Source: an optimization exercise on an open RTL-to-GDS flow (aim: a short achievable clock period and few clock cycles per item). Production flows keep margins and buffers that such runs may drop. Function was checked by simulation only, so behaviour that the tests miss may differ from the original.

==> flow/design.v, too long to show whole: its modules and the start of the top module <==
// module pp_gen: 13 lines
// module wt_xor2: 7 lines
// module wt_and2: 7 lines
// module wt_or2: 7 lines
// module wt_a21o: 8 lines
// module wt_maj3: 8 lines
// module wt_mux2: 8 lines
// module csa_level: 245 lines
// module wallace_tree: 2902 lines
// module ks_pre: 31 lines
// module ks_post: 30 lines
// module credit_ctrl: 24 lines
// module wtm32: 82 lines
module wtm32 (
  input  wire logic                   clk,
  input  wire logic                   arst_n,
  input  wire logic                   in_valid,
  input  wire logic [32-1:0]   in_a,
  input  wire logic [32-1:0]   in_b,
  output logic                        in_ready,
  output logic                        out_valid,
  output logic [64-1:0]      out_product,
  input  wire logic                   credit_ret
);
  // ...
==> flow/flow/run.sh <==
#!/bin/bash
# Own flow: the standard layout, except that synthesis maps no full or
# half adder cells (ADDER_MAP_FILE empty). The multiplier's compression tree
# is then mapped by ABC onto plain XOR/majority gates, which are faster than
# sky130's fa/ha cells. Registers are untouched, so they are the standard
# synthesis's, with the same names and cell types.
set -euo pipefail
cd "$(dirname "$0")/.."
bash standard.sh ADDER_MAP_FILE= finish > standard_flow.log 2>&1
==> flow/standard.sh <==
#!/bin/bash
# synth_recipe.tcl (not shown) runs the flow's synth.tcl, then flattens the netlist and writes it again
# the make line also repeats each setting of config.mk as NAME=value (left out here)
make -C /OpenROAD-flow-scripts/flow DESIGN_CONFIG=/design/flow/config.mk WORK_HOME=/design/flow/orfs CLKGATE_MAP_FILE= SYNTH_SCRIPT=/design/flow/synth_recipe.tcl "${@:-finish}"
==> flow/config.mk <==
export PLATFORM = sky130hd
export DESIGN_NAME = wtm32
export DESIGN_NICKNAME = wtm32
export VERILOG_FILES = /design/flow/design.v
export SDC_FILE = /design/flow/constraint.sdc
export NUM_CORES = 4
export LEC_CHECK = 0
export CAP_MARGIN = 20
export CORE_MARGIN = 2
export CORE_UTILIZATION = 40
export SETUP_SLACK_MARGIN = 5
export SLEW_MARGIN = 20
export SYNTH_HIERARCHICAL = 1
export TNS_END_PERCENT = 100
==> flow/constraint.sdc <==
create_clock -name core_clock -period 8.0 [get_ports {clk}]
set_input_delay 1.6000 -clock core_clock [delete_from_list [all_inputs] [get_ports {clk}]]
set_output_delay 1.6000 -clock core_clock [all_outputs]
set_load 0.01 [all_outputs]
==> flow_summary.ini, run 1 <==
[sta]
finalSetupViolCount = 0
relSlewSlack_pct = 59.7

[worst_setup_path]
critPathMaxFanout = 5
crit_top_cell = xnor3_2
cp.required_ns = 8.38
end_kind = register
rr_endpoint = u_credit_ctrl.credits[1]
critical-path-top-delay-family = XOR/XNOR gates
reg2reg_depth = 3

[finish]
seq_cells = 132
layout_commonest_cell = and2_1
finalInstanceArea_um2 = 63600
inverters = 74
buffers = 881
clock_area_share_pct = 0.918
syn_to_final_growth_pct = 33.8
layout.nets = 5686

[clock_network]
clock_latency_ns = 0.51
cts_tree = done
cts_buffer_depth = 2
cts.sinks = 132
cts_resized = 1738

[global_routing]
grt_pass1_wl_um = 247000
grt_pass1_vias = 38300
grt_max_degree = 26

[placement]
dp_cells = 6489
pre_cts_ws_ns = 1.45

[route]
dr.first_iter.drc_count = 2516
via_per_inst = 5.43
met2WireLength_um = 82200

[run]
drv_cap = 0

[outcome]
outcome = finished clean

[synth]
syn_inst = 5234

[min_path]
hold_start = u_credit_ctrl.credits[2]

[die]
die_w_um = 349
die_area_um2 = 122000
Testbench counts, summed over its fixed seeds: cycles 2,408, items 2,400.
==> module ks_pre, before the edit <==
module ks_pre #(
  parameter int lv_pre = 0
) (
  input  wire wtm32_pkg::row_t      sum_row,
  input  wire wtm32_pkg::row_t      carry_row,
  output wtm32_pkg::row_t           g_out,
  output wtm32_pkg::row_t           p_out,
  output wtm32_pkg::row_t           x_out
);
  localparam int n = 64;
  logic [n-1:0] g [lv_pre+1];
  logic [n-1:0] p [lv_pre+1];
  for (genvar i = 0; i < n; i++) begin : g_pg
    wt_and2 u_g (.a(sum_row[i]), .b(carry_row[i]), .y(g[0][i]));
    wt_xor2 u_p (.a(sum_row[i]), .b(carry_row[i]), .y(p[0][i]));
  end
  for (genvar l = 0; l < lv_pre; l++) begin : g_lvl
    for (genvar i = 0; i < n; i++) begin : g_bit
      if (i >= (1 << l)) begin : g_op
        wt_a21o u_g (.a1(p[l][i]), .a2(g[l][i-(1<<l)]), .b1(g[l][i]), .y(g[l+1][i]));
        wt_and2 u_p (.a(p[l][i]), .b(p[l][i-(1<<l)]), .y(p[l+1][i]));
      end else begin : g_pass
        assign g[l+1][i] = g[l][i];
        assign p[l+1][i] = p[l][i];
      end
    end
  end
  assign g_out = g[lv_pre];
  assign p_out = p[lv_pre];
  assign x_out = p[0];
endmodule
==> module ks_post, before the edit <==
module ks_post #(
  parameter int lv_pre = 0
) (
  input  wire wtm32_pkg::row_t      g_in,
  input  wire wtm32_pkg::row_t      p_in,
  input  wire wtm32_pkg::row_t      x_in,
  output wtm32_pkg::product_t       product
);
  localparam int n = 64;
  localparam int lv = $clog2(n);
  logic [n-1:0] g [lv+1];
  logic [n-1:0] p [lv+1];
  assign g[lv_pre] = g_in;
  assign p[lv_pre] = p_in;
  for (genvar l = lv_pre; l < lv; l++) begin : g_lvl
    for (genvar i = 0; i < n; i++) begin : g_bit
      if (i >= (1 << l)) begin : g_op
        wt_a21o u_g (.a1(p[l][i]), .a2(g[l][i-(1<<l)]), .b1(g[l][i]), .y(g[l+1][i]));
        wt_and2 u_p (.a(p[l][i]), .b(p[l][i-(1<<l)]), .y(p[l+1][i]));
      end else begin : g_pass
        assign g[l+1][i] = g[l][i];
        assign p[l+1][i] = p[l][i];
      end
    end
  end
  assign product.word[0] = x_in[0];
  for (genvar i = 1; i < n; i++) begin : g_sum
    wt_xor2 u_s (.a(x_in[i]), .b(g[lv][i-1]), .y(product.word[i]));
  end
endmodule
==> run 2: changes to the inputs <==
--- a/flow/design.v
+++ b/flow/design.v
@@ -72,4 +72,40 @@
   assign y = s ? b : a;
 endmodule
+module wt_a21oi (
+  input  wire logic a1,
+  input  wire logic a2,
+  input  wire logic b1,
+  output logic      y
+);
+  assign y = ~((a1 & a2) | b1);
+endmodule
+module wt_o21ai (
+  input  wire logic a1,
+  input  wire logic a2,
+  input  wire logic b1,
+  output logic      y
+);
+  assign y = ~((a1 | a2) & b1);
+endmodule
+module wt_nand2 (
+  input  wire logic a,
+  input  wire logic b,
+  output logic      y
+);
+  assign y = ~(a & b);
+endmodule
+module wt_nor2 (
+  input  wire logic a,
+  input  wire logic b,
+  output logic      y
+);
+  assign y = ~(a | b);
+endmodule
+module wt_inv (
+  input  wire logic a,
+  output logic      y
+);
+  assign y = ~a;
+endmodule
 `timescale 1ns/10ps
 `default_nettype none
@@ -3246,9 +3282,14 @@
     for (genvar i = 0; i < n; i++) begin : g_bit
       if (i >= (1 << l)) begin : g_op
-        wt_a21o u_g (.a1(p[l][i]), .a2(g[l][i-(1<<l)]), .b1(g[l][i]), .y(g[l+1][i]));
-        wt_and2 u_p (.a(p[l][i]), .b(p[l][i-(1<<l)]), .y(p[l+1][i]));
+        if (l % 2 == 0) begin : g_pos
+          wt_a21oi u_g (.a1(p[l][i]), .a2(g[l][i-(1<<l)]), .b1(g[l][i]), .y(g[l+1][i]));
+          wt_nand2 u_p (.a(p[l][i]), .b(p[l][i-(1<<l)]), .y(p[l+1][i]));
+        end else begin : g_neg
+          wt_o21ai u_g (.a1(p[l][i]), .a2(g[l][i-(1<<l)]), .b1(g[l][i]), .y(g[l+1][i]));
+          wt_nor2  u_p (.a(p[l][i]), .b(p[l][i-(1<<l)]), .y(p[l+1][i]));
+        end
       end else begin : g_pass
-        assign g[l+1][i] = g[l][i];
-        assign p[l+1][i] = p[l][i];
+        wt_inv u_g (.a(g[l][i]), .y(g[l+1][i]));
+        wt_inv u_p (.a(p[l][i]), .y(p[l+1][i]));
       end
     end
@@ -3275,9 +3316,14 @@
     for (genvar i = 0; i < n; i++) begin : g_bit
       if (i >= (1 << l)) begin : g_op
-        wt_a21o u_g (.a1(p[l][i]), .a2(g[l][i-(1<<l)]), .b1(g[l][i]), .y(g[l+1][i]));
-        wt_and2 u_p (.a(p[l][i]), .b(p[l][i-(1<<l)]), .y(p[l+1][i]));
+        if (l % 2 == 0) begin : g_pos
+          wt_a21oi u_g (.a1(p[l][i]), .a2(g[l][i-(1<<l)]), .b1(g[l][i]), .y(g[l+1][i]));
+          wt_nand2 u_p (.a(p[l][i]), .b(p[l][i-(1<<l)]), .y(p[l+1][i]));
+        end else begin : g_neg
+          wt_o21ai u_g (.a1(p[l][i]), .a2(g[l][i-(1<<l)]), .b1(g[l][i]), .y(g[l+1][i]));
+          wt_nor2  u_p (.a(p[l][i]), .b(p[l][i-(1<<l)]), .y(p[l+1][i]));
+        end
       end else begin : g_pass
-        assign g[l+1][i] = g[l][i];
-        assign p[l+1][i] = p[l][i];
+        wt_inv u_g (.a(g[l][i]), .y(g[l+1][i]));
+        wt_inv u_p (.a(p[l][i]), .y(p[l+1][i]));
       end
     end
==> flow/flow/run.sh (replaced) <==
#!/bin/bash
# Own flow: the standard layout with two changes.
# - Synthesis maps no full or half adder cells (ADDER_MAP_FILE empty): the
#   multiplier's compression tree is mapped onto plain XOR/majority gates,
#   which are faster than sky130's fa/ha cells.
# - The port buffers that placement inserts are buf_4 cells
#   (BUFFER_PORTS_ARGS); every input and output port still gets one.
# Registers are untouched, so they are the standard synthesis's, with the
# same names and cell types. The tools' output goes to standard_flow.log
# here and ORFS's own per-step logs under orfs/logs.
set -euo pipefail
cd "$(dirname "$0")/.."
bash standard.sh ADDER_MAP_FILE= "BUFFER_PORTS_ARGS=-buffer_cell sky130_fd_sc_hd__buf_4" finish > standard_flow.log 2>&1
==> run 2 against run 1 <==
Effect of this change: via count increased by 4.4%; sequential share of layout area fell by 0.057 points; area after synthesis shrank 1.2%; fmax is 3.9% higher.
==> flow_summary.ini, run 2 <==
[synth]
syn_inst = 5297
syn_area_um2 = 47000
avgSynthCellArea_um2 = 8.87
yosysWarningCount = 17

[finish]
final_cell_mix = and2_1 (708), buf_4 (516), maj3_2 (451)
n_fill_cell = 9584
top_regs = tree_q x128, u_credit_ctrl.credits x3, out_valid x1
layout.nets = 5662
layout_commonest_cell = and2_1
drive_gt1_share_pct = 53.7
largest_register_ffs = 128
top_register = tree_q
seq_area_um2 = 2820
multiInputGateArea_um2 = 49800
syn_to_final_growth_pct = 39.3

[sta]
hold_violations = 0
relSlewSlack_pct = 39.5
rsz0062_at_grt = yes
fmax_mhz = 218
finalMaxSlewViolations = 0
worst_pin_slew_ns = 0.900
tns_ns = 0
finalSetupViolCount = 0
fin_skew_ns = 0.00289
period_needed_ns = 4.59
holdWs_ns = 0.585
final.period_utilization_pct = 57.4

[die]
die_area_um2 = 120000
io-pin-count = 134
num_rows = 125
die_w_um = 347
core_um2 = 116000
initial_core_util_pct = 40.4
die_h_um = 347

[clock_network]
h-tree-depth = 4
postCtsHoldBufs = 0
cts_buffer_depth = 2
cts.sinks = 132
path_clk_slew_ns = 0.07
cts_buffers = 17
cts_tree = done
clock_latency_ns = 0.51
clockRootBuffer = clkbuf_16

[worst_setup_path]
end_kind = register
rr_endpoint = u_credit_ctrl.credits[1]
critical_path_class = in -> reg
crit_path_end = tree_q[73]
reg2reg_depth = 3
cp.required_ns = 8.39
rrSetupSlack_ns = 6.75
cp_slowest_cell = xor3_2
reg2reg_from = u_credit_ctrl.credits[0]
crit_path_start_kind = input port
cp.arrival_ns = 4.98
critPathMaxFanout = 6
crit_path_start = in_b[30]
path_cells = buf_16 > and2_4 > xor3_1 > xor3_2 > maj3_2 > xnor3_1 > xnor3_2 > xor2_2 > xnor2_2 > xnor3_1 > maj3_2
crit_path_max_incr_delay_ns = 0.49

[placement]
place_congestion = 0.906
hpwl_um = 107000
port-buffer-count = 133

[outcome]
outcome = finished clean

[route]
drt.antenna.violating_nets = 0
dr.pass1.iters = 6
wl_um = 194000
wl_per_cell_um = 27.1
via_per_inst = 5.68
dr.first_iter.drc_count = 3779
route.vias.total = 40600
drcViolationCount = 0

[global_routing]
grt_usage_pct = 30.5
grt_max_degree = 17
grt_overflow_total = 0
grt_pass1_vias = 38600
antenna_found_initial = 27
grt_pass1_wl_um = 266000

[min_path]
min_path_type = reg -> reg

[run]
drv_cap = 0
-- run 2: worst max-delay path: cells and delay by family --
kind          cells  cell delay, ns
simple gates      1            0.16
buf+inv           1            0.13
xor+xnor          7            2.41
fa+ha+maj         2            0.66
-- run 2: metal layers --
metal / vias up / wire length [um] / GRT usage (%)
li1: 17900 / - / -
met1: 20100 / 75200 / 39.1
met2: 2047 / 86300 / 49.1
met3: 566 / 19700 / 6.64
met4: 6 / 12600 / 13.7
met5: - / 40 / 0
-- run 2: cell type report --
type	instances	area share, %
Multi-Input combinational cell	4512	76.1
Inverter	137	0.824
Timing Repair Buffer	794	14.8
Tap cell	1524	2.91
Clock inverter	15	0.323
Clock buffer	17	0.650
Antenna cell	10	0.0382
Sequential cell	132	4.31
-- run 2: what timing repair did --
action,in CTS,in global routing
endpoints found under the setup margin,173,170
endpoints found under the hold margin,0,0
buffers inserted,391,189
pin swaps,711,511
gates cloned,70,6
gates resized for setup,1262,524
-- run 2: per-stage QoR --
step / util (%) / worst slack (ns) / instance area (um2) / cells
2_1_floorplan: - / 2.94 / 51700 / 5298
3_3_place_gp: 43.1 / 2.36 / 50200 / 6443
3_5_place_dp: 43.1 / 2.33 / 50200 / 6443
4_1_cts: 52.7 / 3.39 / 61300 / 6936
5_1_grt: 56.2 / 3.33 / 65400 / 7133
6_report: 56.2 / 3.41 / 65400 / 7141
-- run 2: worst min path at each step --
stage                               end                     start  cells past startpoint
3_3_place_gp   u_credit_ctrl.credits[2]  u_credit_ctrl.credits[2]                      2
3_5_place_dp   u_credit_ctrl.credits[2]  u_credit_ctrl.credits[2]                      2
4_1_cts        u_credit_ctrl.credits[2]  u_credit_ctrl.credits[2]                      2
5_1_grt        u_credit_ctrl.credits[2]  u_credit_ctrl.credits[2]                      2
2_1_floorplan  u_credit_ctrl.credits[2]  u_credit_ctrl.credits[2]                      2
6_report       u_credit_ctrl.credits[2]  u_credit_ctrl.credits[2]                      2
Testbench counts of run 2, summed over its fixed seeds: cycles 2,408, items 2,400.

## what the ideal ports hide
In the flow no input, the clock included, has a driving cell. The finished layouts below were timed again as built, in two steps.
Step 1, drivers: a clkbuf_16 drives clk and a buf_2 each remaining input, both assumed.
Step 2 adds t to the input delays and takes it off the output delays; t is the mean of the earliest and latest rising clock arrival at the registers after step 1. Input paths then give back, and output paths get back, about the clock's delay inside the block.
Slacks: no drivers / after step 1 / after step 2; pairs: no drivers / after step 1.
run	shift t [ns]	setup slack, ns	worst setup path at the end	latest minus earliest clock arrival (ns)	worst slew at a driven data input, ns
run 1	0.565	3.230 / 3.207 / 2.642	input to register	0.021 / 0.021	0.19
run 2	0.575	3.407 / 3.063 / 2.489	input to register	0.031 / 0.031	0.51
After both steps every run listed still meets setup and hold. The setup slack of run 2, which loses most, moves by -0.344 ns with the drivers and by -0.918 ns with both steps.
